This is an optimization exercise on Yosys and OpenROAD, whose aim is small area, not a production implementation. In this exercise RTL edits were held to simulation tests only and were not proved equivalent to the original. Power is estimated from default activity; no workload was simulated.

// router
module router (
  input  logic                     clk_i,
  input  logic                     rst_n_i,
  input  logic [16-1:0] din_i,
  input  logic [16-1:0] frame_n_i,
  input  logic [16-1:0] valid_n_i,
  output logic [16-1:0] dout_o,
  output logic [16-1:0] frame_n_o,
  output logic [16-1:0] valid_n_o
);
Size: about 18000 sq um of cells after synthesis.
Settings: LEC_CHECK=0, CAP_MARGIN=20, CORE_MARGIN=2, CORE_UTILIZATION=40, PLACE_DENSITY=0.6, SLEW_MARGIN=20; clock period 5.0 ns.
standard.sh (not shown) runs the stock make flow with config.mk's settings and CLKGATE_MAP_FILE= SYNTH_SCRIPT=/design/flow/synth_recipe.tcl, a recipe that flattens the netlist after the stock synthesis.
==> flow/flow/run.sh <==
#!/bin/bash
# Standard ORFS layout with three changes:
#  * after the standard synthesis, the combinational logic is re-mapped by ABC
#    for area (flow/remap.sh); the registers stay exactly as synthesized
#  * ports are buffered with a small buffer rather than a delay cell
#  * CTS inserts no dummy loads and uses small clock buffers
# Each step writes its full output to its own log in this folder.
set -euo pipefail
HERE=$(pwd)
RES=$HERE/orfs/results/$FLOW_PLATFORM/router/base
LIB=$FLOW_HOME/platforms/$FLOW_PLATFORM/lib/sky130_fd_sc_hd__tt_025C_1v80.lib
if [[ -x $FLOW_HOME/../tools/install/yosys/bin/yosys ]]; then
  export YOSYS_EXE=$FLOW_HOME/../tools/install/yosys/bin/yosys
fi
KNOBS=(
  BUFFER_PORTS_ARGS="-buffer_cell sky130_fd_sc_hd__buf_2"
  CTS_ARGS="-sink_clustering_enable -repair_clock_nets -dont_use_dummy_load -buf_list sky130_fd_sc_hd__clkbuf_4 -root_buf sky130_fd_sc_hd__clkbuf_8 -sink_clustering_size 8 -sink_clustering_max_diameter 40"
)

bash standard.sh "${KNOBS[@]}" synth > 1_standard_synth.log 2>&1

cp "$RES/1_2_yosys.v" "$HERE/1_2_yosys_standard.v"
bash flow/remap.sh "$LIB" "$HERE/1_2_yosys_standard.v" "$FLOW_TOP" "$HERE/flow/area.abc" \
  "$HERE/1_2_yosys_remapped.v" "$HERE/remap_stat.txt" > 2_remap.log 2>&1
cp "$HERE/1_2_yosys_remapped.v" "$RES/1_2_yosys.v"
rm -f "$RES/1_synth.odb" "$RES/1_synth.sdc"

bash standard.sh "${KNOBS[@]}" finish > 3_standard_finish.log 2>&1
==> flow/flow/remap.sh <==
#!/bin/bash
# remap.sh LIB IN.v TOP ABC_SCRIPT OUT.v STAT
# Re-maps the combinational logic of a mapped netlist for area. Registers are
# kept as they are (same instances, names and cell types): every flip-flop
# cell is a black box while ABC re-maps the rest.
set -euo pipefail
LIB=$1; IN=$2; TOP=$3; ABC=$4; OUT=$5; STAT=$6
YS=$(mktemp --suffix=.ys -p "$(dirname "$OUT")")
cat > "$YS" <<YS
read_liberty -ignore_miss_func $LIB
read_verilog $IN
hierarchy -top $TOP
blackbox sky130_fd_sc_hd__df* sky130_fd_sc_hd__edf*
flatten
delete t:\$scopeinfo
opt_clean
abc -script $ABC -liberty $LIB -dont_use *lpflow* -dont_use *probe* -dont_use sky130_fd_sc_hd__dlygate* -dont_use sky130_fd_sc_hd__clkdly*
read_liberty -lib -ignore_redef $LIB
hierarchy -top $TOP
setundef -zero
splitnets
opt_clean -purge
hilomap -singleton -hicell sky130_fd_sc_hd__conb_1 HI -locell sky130_fd_sc_hd__conb_1 LO
insbuf -buf sky130_fd_sc_hd__buf_1 A X
opt_clean -purge
check -assert -mapped
tee -o $STAT stat -liberty $LIB
write_verilog -noattr -noexpr -nohex -nodec $OUT
YS
${YOSYS_EXE:-yosys} -s "$YS"
rm -f "$YS"
Other scripts of this flow, unchanged in this note and not shown: flow/flow/area.abc
The baseline completed without violations.
Change:
--- a/flow/flow/run.sh
+++ b/flow/flow/run.sh
@@ -3,5 +3,5 @@
 #  * after the standard synthesis, the combinational logic is re-mapped by ABC
 #    for area (flow/remap.sh); the registers stay exactly as synthesized
-#  * ports are buffered with a small buffer rather than a delay cell
+#  * ports are buffered with the smallest buffer rather than a delay cell
 #  * CTS inserts no dummy loads and uses small clock buffers
 # Each step writes its full output to its own log in this folder.
@@ -14,6 +14,6 @@
 fi
 KNOBS=(
-  BUFFER_PORTS_ARGS="-buffer_cell sky130_fd_sc_hd__buf_2"
-  CTS_ARGS="-sink_clustering_enable -repair_clock_nets -dont_use_dummy_load -buf_list sky130_fd_sc_hd__clkbuf_4 -root_buf sky130_fd_sc_hd__clkbuf_8 -sink_clustering_size 8 -sink_clustering_max_diameter 40"
+  BUFFER_PORTS_ARGS="-buffer_cell sky130_fd_sc_hd__buf_1"
+  CTS_ARGS="-sink_clustering_enable -repair_clock_nets -dont_use_dummy_load -buf_list sky130_fd_sc_hd__clkbuf_4 -root_buf sky130_fd_sc_hd__clkbuf_8 -sink_clustering_size 10 -sink_clustering_max_diameter 50"
 )
 
--- a/flow/flow/remap.sh
+++ b/flow/flow/remap.sh
@@ -2,6 +2,7 @@
 # remap.sh LIB IN.v TOP ABC_SCRIPT OUT.v STAT
 # Re-maps the combinational logic of a mapped netlist for area. Registers are
-# kept as they are (same instances, names and cell types): every flip-flop
-# cell is a black box while ABC re-maps the rest.
+# kept as they are (same instances, names and cell types, only some drive
+# strengths change): every flip-flop cell is a black box while ABC re-maps the
+# rest.
 set -euo pipefail
 LIB=$1; IN=$2; TOP=$3; ABC=$4; OUT=$5; STAT=$6
@@ -25,4 +26,8 @@
 opt_clean -purge
 check -assert -mapped
+# The second stage of each input's delay line feeds every output's crossbar:
+# give those registers the stronger flip-flop of the same type up front,
+# instead of a buffer from the placer's repair
+chtype -set sky130_fd_sc_hd__dfxtp_2 c:b1_q* c:v1_q* c:l1_q*
 tee -o $STAT stat -liberty $LIB
 write_verilog -noattr -noexpr -nohex -nodec $OUT
CORE_UTILIZATION = 50   (was 40)
PLACE_DENSITY = 0.65   (was 0.6)
The new run completed with no timing, DRC or antenna violations. Area after synthesis climbs by about 0.34%. Worst hold slack is worse by 26 ps. Combinational power falls by 24%. Utilization went up by 9.2 points. Die area fell by 19%. Worst setup slack improved by 330 ps. Via count stays flat. Synthesized cell count is unchanged. Maximum frequency rises by about 9%. Register-to-register slack is better by 270 ps.
Change:
--- a/flow/flow/remap.sh
+++ b/flow/flow/remap.sh
@@ -2,7 +2,6 @@
 # remap.sh LIB IN.v TOP ABC_SCRIPT OUT.v STAT
 # Re-maps the combinational logic of a mapped netlist for area. Registers are
-# kept as they are (same instances, names and cell types, only some drive
-# strengths change): every flip-flop cell is a black box while ABC re-maps the
-# rest.
+# kept as they are (same instances, names and cell types): every flip-flop
+# cell is a black box while ABC re-maps the rest.
 set -euo pipefail
 LIB=$1; IN=$2; TOP=$3; ABC=$4; OUT=$5; STAT=$6
@@ -26,8 +25,4 @@
 opt_clean -purge
 check -assert -mapped
-# The second stage of each input's delay line feeds every output's crossbar:
-# give those registers the stronger flip-flop of the same type up front,
-# instead of a buffer from the placer's repair
-chtype -set sky130_fd_sc_hd__dfxtp_2 c:b1_q* c:v1_q* c:l1_q*
 tee -o $STAT stat -liberty $LIB
 write_verilog -noattr -noexpr -nohex -nodec $OUT
CORE_UTILIZATION = 40   (was 50)
PLACE_DENSITY = 0.6   (was 0.65)
The changed run ran to the end with no violations.
Worst hold slack loses 8.1 ps.
Global-route usage decreases by 6.4 points.
Final cell count increases by about 6%.
Clock power increases by about 3%.
Critical path depth stays the same.
Core utilization decreases by 9.8 points.

==> port drivers added, routing unchanged <==
Ports are ideal in the flow. The routed layouts listed here were re-timed in OpenROAD.
Step 1: set_driving_cell puts a clkbuf_16 on clk_i and a buf_2 on each other input, an assumption about the parent block.
Step 2, shift: input delay + t, output delay - t, t = (earliest + latest rising clock arrival at the registers) / 2. This alone moves slack from input paths to output paths.
Slacks: no drivers / after step 1 / after step 2; pairs: no drivers / after step 1.
run	t (ns)	setup WS [ns]	worst hold slack (ns)	cell pins on the clock port's net
the first run	0.694	1.137 / 1.169 / 0.475	0.309 / 0.309 / 0.309	1
the second run	0.667	1.466 / 1.466 / 1.173	0.283 / 0.283 / 0.283	1
the third run	0.681	1.613 / 1.613 / 1.037	0.275 / 0.275 / 0.275	1
After both steps every run listed still meets setup and hold. The setup slack of the first run, which loses most, moves by +0.032 ns with the drivers and by -0.662 ns with both steps.
